Background: an optimization exercise with open tools, aiming at small area, a short achievable clock period and few clock cycles per item. Do not read the settings as production practice. The RTL was checked by simulation tests, not by an equivalence proof against the original design.

$ cat design.v
`default_nettype none
package sp_pkg;
	localparam int ELEM_W = 9;
	localparam int LEN    = 6;
	localparam int WIDE_W = 2 * ELEM_W;
	localparam logic [ELEM_W-1:0] MODULUS = 9'd509;
	localparam logic [ELEM_W-1:0] INV_EXP = 9'd507;
	typedef logic [ELEM_W-1:0] elem_t;
	typedef logic [WIDE_W-1:0] wide_t;
	typedef elem_t [LEN-1:0] series_t;
	typedef struct packed {
		logic sort_en;
		logic inv_en;
	} mode_t;
	typedef enum logic [2:0] {
		IDLE,
		LOAD,
		INV,
		SORT,
		SUM,
		OUT
	} ctrl_state_e;
endpackage
`default_nettype wire
`default_nettype none
module mod_reduce (
	input  wire logic          clk,
	input  wire logic          rst_n,
	input  wire logic          start,
	input  wire sp_pkg::wide_t operand,
	output logic               done,
	output sp_pkg::elem_t      residue
);
	localparam int ACC_W = 11;
	typedef enum logic [1:0] {
		RED_IDLE,
		RED_CALC,
		RED_DONE
	} red_state_e;
	red_state_e       state;
	logic [ACC_W-1:0] acc;
	logic [ACC_W-1:0] fold;
	logic [ACC_W-1:0] trimmed;
	assign fold = ACC_W'(operand[8:0]) + ACC_W'(operand[17:9]) * ACC_W'(3);
	assign trimmed = (acc >= ACC_W'(sp_pkg::MODULUS)) ?
		acc - ACC_W'(sp_pkg::MODULUS) : acc;
	always_ff @(posedge clk) begin
		if (state == RED_IDLE && start) begin
			acc <= fold;
		end else if (state == RED_CALC) begin
			acc <= trimmed;
		end
	end
	always_ff @(posedge clk or negedge rst_n) begin
		if (!rst_n) begin
			state <= RED_IDLE;
		end else begin
			case (state)
				RED_IDLE: begin
					if (start) begin
						state <= RED_CALC;
					end
				end
				RED_CALC: begin
					if (trimmed < ACC_W'(sp_pkg::MODULUS)) begin
						state <= RED_DONE;
					end
				end
				default: state <= RED_IDLE;
			endcase
		end
	end
	assign done    = (state == RED_DONE);
	assign residue = acc[8:0];
endmodule
`default_nettype wire
`default_nettype none
module mod_inverse (
	input  wire logic          clk,
	input  wire logic          rst_n,
	input  wire logic          start,
	input  wire sp_pkg::elem_t value,
	output logic               done,
	output sp_pkg::elem_t      result
);
	localparam logic [3:0] LAST_BIT = 4'(sp_pkg::ELEM_W - 1);
	typedef enum logic [1:0] {
		INV_IDLE,
		INV_ISSUE,
		INV_WAIT,
		INV_DONE
	} inv_state_e;
	inv_state_e    state;
	logic [3:0]    bit_idx;
	logic          got_acc;
	logic          got_base;
	sp_pkg::elem_t acc;
	sp_pkg::elem_t base;
	logic          red_start;
	sp_pkg::wide_t acc_operand;
	sp_pkg::wide_t base_operand;
	logic          acc_done;
	logic          base_done;
	sp_pkg::elem_t acc_residue;
	sp_pkg::elem_t base_residue;
	assign acc_operand = sp_pkg::INV_EXP[bit_idx] ?
		sp_pkg::wide_t'(acc) * sp_pkg::wide_t'(base) : sp_pkg::wide_t'(acc);
	assign base_operand = sp_pkg::wide_t'(base) * sp_pkg::wide_t'(base);
	assign red_start    = (state == INV_ISSUE);
	mod_reduce u_red_acc (
		.clk     (clk),
		.rst_n   (rst_n),
		.start   (red_start),
		.operand (acc_operand),
		.done    (acc_done),
		.residue (acc_residue)
	);
	mod_reduce u_red_base (
		.clk     (clk),
		.rst_n   (rst_n),
		.start   (red_start),
		.operand (base_operand),
		.done    (base_done),
		.residue (base_residue)
	);
	always_ff @(posedge clk) begin
		if (state == INV_IDLE && start) begin
			acc  <= sp_pkg::elem_t'(1);
			base <= value;
		end else begin
			if (acc_done) begin
				acc <= acc_residue;
			end
			if (base_done) begin
				base <= base_residue;
			end
		end
	end
	always_ff @(posedge clk or negedge rst_n) begin
		if (!rst_n) begin
			state    <= INV_IDLE;
			bit_idx  <= '0;
			got_acc  <= 1'b0;
			got_base <= 1'b0;
		end else begin
			case (state)
				INV_IDLE: begin
					if (start) begin
						bit_idx <= '0;
						state   <= INV_ISSUE;
					end
				end
				INV_ISSUE: begin
					got_acc  <= 1'b0;
					got_base <= 1'b0;
					state    <= INV_WAIT;
				end
				INV_WAIT: begin
					if (acc_done) begin
						got_acc <= 1'b1;
					end
					if (base_done) begin
						got_base <= 1'b1;
					end
					if (got_acc && got_base) begin
						if (bit_idx == LAST_BIT) begin
							state <= INV_DONE;
						end else begin
							bit_idx <= bit_idx + 4'd1;
							state   <= INV_ISSUE;
						end
					end
				end
				default: state <= INV_IDLE;
			endcase
		end
	end
	assign done   = (state == INV_DONE);
	assign result = acc;
endmodule
`default_nettype wire
`default_nettype none
module sort6_net (
	input  wire logic            clk,
	input  wire logic            rst_n,
	input  wire logic [sp_pkg::LEN-1:0][sp_pkg::ELEM_W-1:0] values,
	output logic [sp_pkg::LEN-1:0][sp_pkg::ELEM_W-1:0]      sorted
);
	logic [2:0][sp_pkg::ELEM_W-1:0] low_half;
	logic [2:0][sp_pkg::ELEM_W-1:0] high_half;
	logic [sp_pkg::LEN-1:0][sp_pkg::ELEM_W-1:0] merge_q;
	sp_pkg::elem_t   mid_lo;
	sp_pkg::elem_t   mid_hi;
	function automatic logic [3*sp_pkg::ELEM_W-1:0] sort3(input sp_pkg::elem_t x0, input sp_pkg::elem_t x1,
			input sp_pkg::elem_t x2);
		sp_pkg::elem_t lo;
		sp_pkg::elem_t hi;
		sp_pkg::elem_t mid;
		logic [2:0][sp_pkg::ELEM_W-1:0] res;
		lo     = (x0 < x1) ? x0 : x1;
		hi     = (x0 < x1) ? x1 : x0;
		mid    = (hi < x2) ? hi : x2;
		res[2] = (hi < x2) ? x2 : hi;
		res[0] = (lo < mid) ? lo : mid;
		res[1] = (lo < mid) ? mid : lo;
		sort3 = res;
	endfunction
	assign low_half  = sort3(values[0], values[1], values[2]);
	assign high_half = sort3(values[3], values[4], values[5]);
	always_ff @(posedge clk or negedge rst_n) begin
		if (!rst_n) begin
			merge_q <= '0;
		end else begin
			for (int k = 0; k < 3; k++) begin
				merge_q[2*k]   <= (low_half[k] < high_half[k]) ? low_half[k] : high_half[k];
				merge_q[2*k+1] <= (low_half[k] < high_half[k]) ? high_half[k] : low_half[k];
			end
		end
	end
	assign sorted[0] = merge_q[0];
	assign sorted[5] = merge_q[5];
	assign sorted[1] = (merge_q[1] < merge_q[2]) ? merge_q[1] : merge_q[2];
	assign mid_lo    = (merge_q[1] < merge_q[2]) ? merge_q[2] : merge_q[1];
	assign mid_hi    = (merge_q[3] < merge_q[4]) ? merge_q[3] : merge_q[4];
	assign sorted[4] = (merge_q[3] < merge_q[4]) ? merge_q[4] : merge_q[3];
	assign sorted[2] = (mid_lo < mid_hi) ? mid_lo : mid_hi;
	assign sorted[3] = (mid_lo < mid_hi) ? mid_hi : mid_lo;
endmodule
`default_nettype wire
`default_nettype none
module series_sum (
	input  wire logic            clk,
	input  wire logic            rst_n,
	input  wire logic            start,
	input  wire logic [sp_pkg::LEN-1:0][sp_pkg::ELEM_W-1:0] raw,
	input  wire logic [sp_pkg::LEN-1:0][sp_pkg::ELEM_W-1:0] inv,
	input  wire logic [sp_pkg::LEN-1:0][sp_pkg::ELEM_W-1:0] srt,
	output logic                 done,
	output logic [sp_pkg::LEN-1:0][sp_pkg::ELEM_W-1:0]      result
);
	typedef enum logic [1:0] {
		SUM_IDLE,
		SUM_ISSUE,
		SUM_WAIT,
		SUM_DONE
	} sum_state_e;
	sum_state_e    state;
	logic [2:0]    idx;
	logic          red_start;
	sp_pkg::wide_t red_operand;
	logic          red_done;
	sp_pkg::elem_t red_residue;
	assign red_operand = sp_pkg::wide_t'(raw[idx]) + (sp_pkg::wide_t'(inv[idx]) << 1)
		+ sp_pkg::wide_t'(srt[idx]);
	assign red_start = (state == SUM_ISSUE);
	mod_reduce u_red (
		.clk     (clk),
		.rst_n   (rst_n),
		.start   (red_start),
		.operand (red_operand),
		.done    (red_done),
		.residue (red_residue)
	);
	always_ff @(posedge clk) begin
		if (state == SUM_WAIT && red_done) begin
			result[idx] <= red_residue;
		end
	end
	always_ff @(posedge clk or negedge rst_n) begin
		if (!rst_n) begin
			state <= SUM_IDLE;
			idx   <= '0;
		end else begin
			case (state)
				SUM_IDLE: begin
					if (start) begin
						idx   <= '0;
						state <= SUM_ISSUE;
					end
				end
				SUM_ISSUE: state <= SUM_WAIT;
				SUM_WAIT: begin
					if (red_done) begin
						if (idx == 3'd5) begin
							state <= SUM_DONE;
						end else begin
							idx   <= idx + 3'd1;
							state <= SUM_ISSUE;
						end
					end
				end
				default: state <= SUM_IDLE;
			endcase
		end
	end
	assign done = (state == SUM_DONE);
endmodule
`default_nettype wire
`default_nettype none
module sp_ctrl (
	input  wire logic            clk,
	input  wire logic            rst_n,
	input  wire logic            in_valid,
	input  wire sp_pkg::elem_t   in_data,
	input  wire sp_pkg::mode_t   in_mode,
	output logic                 inv_start,
	output sp_pkg::elem_t        inv_in,
	input  wire logic            inv_done,
	input  wire sp_pkg::elem_t   inv_out,
	output logic [sp_pkg::LEN-1:0][sp_pkg::ELEM_W-1:0]      b_series,
	input  wire logic [sp_pkg::LEN-1:0][sp_pkg::ELEM_W-1:0] d_sorted,
	output logic                 sum_start,
	output logic [sp_pkg::LEN-1:0][sp_pkg::ELEM_W-1:0]      raw_series,
	output logic [sp_pkg::LEN-1:0][sp_pkg::ELEM_W-1:0]      d_series,
	input  wire logic            sum_done,
	input  wire logic [sp_pkg::LEN-1:0][sp_pkg::ELEM_W-1:0] sum_result,
	output logic                 out_valid,
	output sp_pkg::elem_t        out_data
);
	sp_pkg::ctrl_state_e state;
	sp_pkg::ctrl_state_e state_next;
	sp_pkg::mode_t       mode;
	logic [2:0]          cnt;
	logic                step;
	logic                inv_wait;
	logic                sum_wait;
	logic                sort_phase;
	logic [sp_pkg::LEN-1:0][sp_pkg::ELEM_W-1:0]     d_reg;
	always_comb begin
		state_next = state;
		case (state)
			sp_pkg::IDLE: begin
				if (in_valid) begin
					state_next = sp_pkg::LOAD;
				end
			end
			sp_pkg::LOAD: begin
				if (in_valid && cnt == 3'd5) begin
					state_next = mode.inv_en ? sp_pkg::INV :
						(mode.sort_en ? sp_pkg::SORT : sp_pkg::SUM);
				end
			end
			sp_pkg::INV: begin
				if (inv_done && cnt == 3'd5) begin
					state_next = mode.sort_en ? sp_pkg::SORT : sp_pkg::SUM;
				end
			end
			sp_pkg::SORT: begin
				if (sort_phase) begin
					state_next = sp_pkg::SUM;
				end
			end
			sp_pkg::SUM: begin
				if (sum_done) begin
					state_next = sp_pkg::OUT;
				end
			end
			sp_pkg::OUT: begin
				if (cnt == 3'd5) begin
					state_next = sp_pkg::IDLE;
				end
			end
			default: state_next = sp_pkg::IDLE;
		endcase
	end
	assign step = in_valid || (state == sp_pkg::INV && inv_done) || (state == sp_pkg::OUT);
	always_ff @(posedge clk or negedge rst_n) begin
		if (!rst_n) begin
			state      <= sp_pkg::IDLE;
			mode       <= '0;
			cnt        <= '0;
			inv_wait   <= 1'b0;
			sum_wait   <= 1'b0;
			sort_phase <= 1'b0;
			out_valid  <= 1'b0;
			out_data   <= '0;
		end else begin
			state <= state_next;
			if (state == sp_pkg::IDLE && in_valid) begin
				mode <= in_mode;
			end
			if (step) begin
				cnt <= (cnt == 3'd5) ? 3'd0 : cnt + 3'd1;
			end
			if (inv_start) begin
				inv_wait <= 1'b1;
			end else if (inv_done) begin
				inv_wait <= 1'b0;
			end
			if (sum_start) begin
				sum_wait <= 1'b1;
			end else if (sum_done) begin
				sum_wait <= 1'b0;
			end
			sort_phase <= (state == sp_pkg::SORT) && !sort_phase;
			out_valid <= (state == sp_pkg::OUT);
			out_data  <= (state == sp_pkg::OUT) ? sum_result[cnt] : '0;
		end
	end
	always_ff @(posedge clk) begin
		if (in_valid) begin
			raw_series <= {in_data, raw_series[5:1]};
			b_series   <= {in_data, b_series[5:1]};
		end else if (state == sp_pkg::INV && inv_done) begin
			b_series <= {inv_out, b_series[5:1]};
		end
		if (state == sp_pkg::SORT && sort_phase) begin
			d_reg <= d_sorted;
		end
	end
	assign inv_start = (state == sp_pkg::INV) && !inv_wait;
	assign inv_in    = b_series[0];
	assign sum_start = (state == sp_pkg::SUM) && !sum_wait;
	assign d_series  = mode.sort_en ? d_reg : b_series;
endmodule
`default_nettype wire
`default_nettype none
module sp_top (
	input  wire logic          clk,
	input  wire logic          rst_n,
	input  wire logic          in_valid,
	input  wire sp_pkg::elem_t in_data,
	input  wire sp_pkg::mode_t in_mode,
	output logic               out_valid,
	output sp_pkg::elem_t      out_data
);
	logic            inv_start;
	sp_pkg::elem_t   inv_in;
	logic            inv_done;
	sp_pkg::elem_t   inv_out;
	logic [sp_pkg::LEN-1:0][sp_pkg::ELEM_W-1:0] b_series;
	logic [sp_pkg::LEN-1:0][sp_pkg::ELEM_W-1:0] d_sorted;
	logic            sum_start;
	logic [sp_pkg::LEN-1:0][sp_pkg::ELEM_W-1:0] raw_series;
	logic [sp_pkg::LEN-1:0][sp_pkg::ELEM_W-1:0] d_series;
	logic            sum_done;
	logic [sp_pkg::LEN-1:0][sp_pkg::ELEM_W-1:0] sum_result;
	sp_ctrl u_ctrl (
		.clk        (clk),
		.rst_n      (rst_n),
		.in_valid   (in_valid),
		.in_data    (in_data),
		.in_mode    (in_mode),
		.inv_start  (inv_start),
		.inv_in     (inv_in),
		.inv_done   (inv_done),
		.inv_out    (inv_out),
		.b_series   (b_series),
		.d_sorted   (d_sorted),
		.sum_start  (sum_start),
		.raw_series (raw_series),
		.d_series   (d_series),
		.sum_done   (sum_done),
		.sum_result (sum_result),
		.out_valid  (out_valid),
		.out_data   (out_data)
	);
	mod_inverse u_inv (
		.clk    (clk),
		.rst_n  (rst_n),
		.start  (inv_start),
		.value  (inv_in),
		.done   (inv_done),
		.result (inv_out)
	);
	sort6_net u_sort (
		.clk    (clk),
		.rst_n  (rst_n),
		.values (b_series),
		.sorted (d_sorted)
	);
	series_sum u_sum (
		.clk    (clk),
		.rst_n  (rst_n),
		.start  (sum_start),
		.raw    (raw_series),
		.inv    (b_series),
		.srt    (d_series),
		.done   (sum_done),
		.result (sum_result)
	);
endmodule
`default_nettype wire
$ cat run.sh
#!/bin/bash
# synth_recipe.tcl (not shown) runs the flow's synth.tcl, then flattens the netlist and writes it again
# the make line also repeats each setting of config.mk as NAME=value (left out here)
make -C /OpenROAD-flow-scripts/flow DESIGN_CONFIG=/design/flow/config.mk WORK_HOME=/design/flow/orfs CLKGATE_MAP_FILE= SYNTH_SCRIPT=/design/flow/synth_recipe.tcl finish
$ cat config.mk
export PLATFORM = sky130hd
export DESIGN_NAME = sp_top
export DESIGN_NICKNAME = sp_top
export VERILOG_FILES = /design/flow/design.v
export SDC_FILE = /design/flow/constraint.sdc
export NUM_CORES = 4
export LEC_CHECK = 0
export CAP_MARGIN = 20
export CORE_MARGIN = 2
export CORE_UTILIZATION = 40
export SLEW_MARGIN = 20
$ cat constraint.sdc
create_clock -name core_clock -period 10.0 [get_ports {clk}]
set_input_delay 2.0000 -clock core_clock [delete_from_list [all_inputs] [get_ports {clk}]]
set_output_delay 2.0000 -clock core_clock [all_outputs]
set_load 0.01 [all_outputs]
==> flow_summary_export.csv <==
group,metric,value,unit
run_status,outcome,"timing/DRC/antenna clean",
cts,clock_latency,0.58,ns
setup_path,crit_family,"compound AO/OA/AOI/OAI gates",
place,place_congestion,0.896,
layout,final_common_cell,"inv_1",
place,hpwl,50000,um
hold_path,hold_path_end,"u_ctrl.d_reg[46]",
drt,drt_iter0_drc,1450,
synthesis,yosys.area.top_type_share,29.1,%
timing,max_freq,0.108,GHz
synthesis,syn-cell-area,0.0266,sq mm
layout,antenna_cells,0,
cts,numCtsBuffers,43,
setup_path,startpoint_type,"flop",
setup_path,slowest_delay,0.63,ns
setup_path,crit_type,"flop to flop",
cts,cts-root-buf,"clkbuf_16",
floorplan,die_h,262,um
layout,finalNetCount,2866,
cts,max-clock-path-buffers,3,
timing,hold_viol_final,0,
hold_path,whs_path_depth,0,
layout,seq_area,0.0103,sq mm
grt,track_usage,20.1,%
timing,slew_headroom,33.7,%
synthesis,synth_ff_type,"edfxtp_1",
drt,vias,18900,
layout,final_cell_mix,"inv_1 (260), edfxtp_1 (258), nand2_1 (256), ha_1 (223), o21ai_0 (145)",
grt,grt_max_degree,66,
drt,routed_wl,67300,um
floorplan,core_area,0.0659,sq mm
layout,final_area,0.0293,sq mm
cts,clkSlewWorstSetupHoldPaths,0.06,ns
setup_path,endpoint_kind,"flop",
grt,grt_pass1_vias,19100,
setup_path,arrival,9.76,ns
synthesis,ys_types,81,
floorplan,floorplan.initialDensity,40.4,%
layout,drive_gt1_share,9.58,%
synthesis,synth_seq_cells,361,
synthesis,synth_edf_count,258,
flow_run,max_cap_violations,0,
timing,holdWs,0.414,ns
place,postPlaceCellArea,0.0277,sq mm
cts,ctsHtreeMaxLevel,2,
grt,grt_pass1_wl,107000,um
timing,finalCritPeriodShare,92.8,%
timing,setup_viol,0,
timing,slew_viol_final,0,
hold_path,hold_class,"flop to flop",
drt,routedWlPerCell,19.7,um
setup_path,rrSetupSlack,0.72,ns
floorplan,die-width,262,um
setup_path,r2r-start,"u_ctrl.b_series[11]",
synthesis,yosysTopAreaCell,"edfxtp_1",
timing,finalClockSkew,0.0327,ns
floorplan,fp.dieArea,0.0686,sq mm
drt,viasPerCell,5.52,
synthesis,synthCells,2538,
floorplan,num_io_pins,24,
synthesis,ys_seq_area_share,38.6,%
synthesis,syn_nets,2881,
timing,min_period,9.28,ns
setup_path,path_buf_inv,6,
cts,ctsHoldBuffers,0,
drt,dr.pass1.iters,6,
layout,multiInputGateArea,0.0150,sq mm
floorplan,rows,94,
setup_path,r2r_end,"u_sort.merge_q[2]",
place,port_buffers,23,
timing,grt_setup_unrepaired,"no",
cts,cts_tree,"done",
setup_path,cp_num_cells,38,
setup_path,slowest_stage,"or4_1",
layout,fillers,6129,
grt,grt.overflow.total,0,
timing,worstMarginPinSlew,0.989,ns
setup_path,cp-startpoint,"u_ctrl.b_series[11]",
drt,drc,0,
synthesis,ys_warn_count,5,
setup_path,cp_max_fo,29,
synthesis,synthArstFlopShare,26.0,%
cts,cts.sinks,361,
setup_path,required,10.49,ns
synthesis,netlist_top_cells_area,"edfxtp_1 (29%), ha_1 (10%), dfrtp_1 (8.8%)",
synthesis,synth.avg_cell_area,10.5,sq um
hold_path,hold_start,"u_sort.merge_q[46]",
layout,area_delta_synth_final,10.2,%
setup_path,reg2regPathDepth,38,
timing,setup-tns-final,0,ns
grt,antenna_found_initial,2,
drt,drtAntennaViolNets,0,
## cell usage after synthesis, types with 65 or more instances
| library cell | n |
|---|---|
| nand2_1 | 257 |
| o21ai_0 | 150 |
| ha_1 | 223 |
| mux2_2 | 65 |
| clkbuf_1 | 87 |
| dfrtp_1 | 94 |
| fa_1 | 106 |
| inv_1 | 260 |
| a21oi_1 | 142 |
| edfxtp_1 | 258 |
| mux2i_1 | 138 |
| nor2_1 | 124 |
## layout make-up
class | count | area share [%]
Inverter | 261 | 3.34
Multi-Input combinational cell | 1804 | 51.2
Sequential cell | 361 | 35.1
Clock inverter | 23 | 0.939
Clock buffer | 56 | 4.19
Timing Repair Buffer | 52 | 1.52
Tap cell | 864 | 3.69
## stage by stage
step                      setup slack (ns)  cells  utilization [%]
after floorplan                      0.722   2538                -
after global placement               0.661   3340             42.1
after detailed placement             0.500   3340             42.1
after CTS                            0.486   3419             44.4
after global routing                0.0232   3421             44.5
final                                0.722   3421             44.5
## how the worst max path moves through the flow
stage	endpoint	slack [ns]
after detailed placement	u_sort.merge_q[2]	0.50
after global placement	u_sort.merge_q[6]	0.66
final	u_sort.merge_q[2]	0.72
after global routing	u_sort.merge_q[2]	0.02
after floorplan	u_sort.merge_q[2]	0.72
after CTS	u_sort.merge_q[2]	0.49
## routing by layer
layer | GRT usage [%] | routed length [um] | vias to the layer above
met2 | 31.8 | 30500 | 514
met3 | 3.66 | 4160 | 118
met5 | 0 | 9 | -
li1 | - | - | 8948
met1 | 28.1 | 30600 | 9315
met4 | 6.14 | 2000 | 2
## cell families after synthesis
kind of cell,count (synthesis),share of synthesized area (%)
adder cells (fa/ha/maj),329,18.5
buffers and inverters,373,5.37
multiplexers,240,11.0
AND/OR/NAND/NOR,632,11.2
AO/OA/AOI/OAI,517,12.5
flip-flops,361,38.6
XOR/XNOR,86,2.83
## what timing repair did
action | CTS | global route
endpoints found under the setup margin | 0 | 28
buffers inserted | 0 | 0
resized for setup | 0 | 8
endpoints found under the hold margin | 0 | 0
## worst register-to-register path, delay by kind of cell, from the launching register on
kind	cells	cell delay (ns)
mux	3	0.75
buf+inv	6	1.26
fa+ha+maj	4	1.27
compound gates	14	3.37
simple gates	11	2.02
flops	1	0.57
Testbench counts, summed over its fixed seeds: cycles 28,842, jobs 192.

[static timing again, ports no longer ideal]
No port has a modelled driver above. Below, the same layout with a new extraction and two added sets of constraints.
Step 1 assumes that a clkbuf_16 drives the clock port and a buf_2 every other input.
Step 2 also shifts input and output timing later by t, the mid clock arrival at the registers, as if the neighbouring blocks saw the same clock.
Three values: ideal, step 1, step 2; two values: the first two.
shift t [ns]: 0.621
slack for setup (ns): 0.722 / 0.722 / 0.722
hold slack, ns: 0.414 / 0.414 / 0.414
worst setup path after step 2: register to register
After both steps this run still meets setup and hold. The setup slack of this run moves by 0.000 ns with the drivers and by 0.000 ns with both steps.
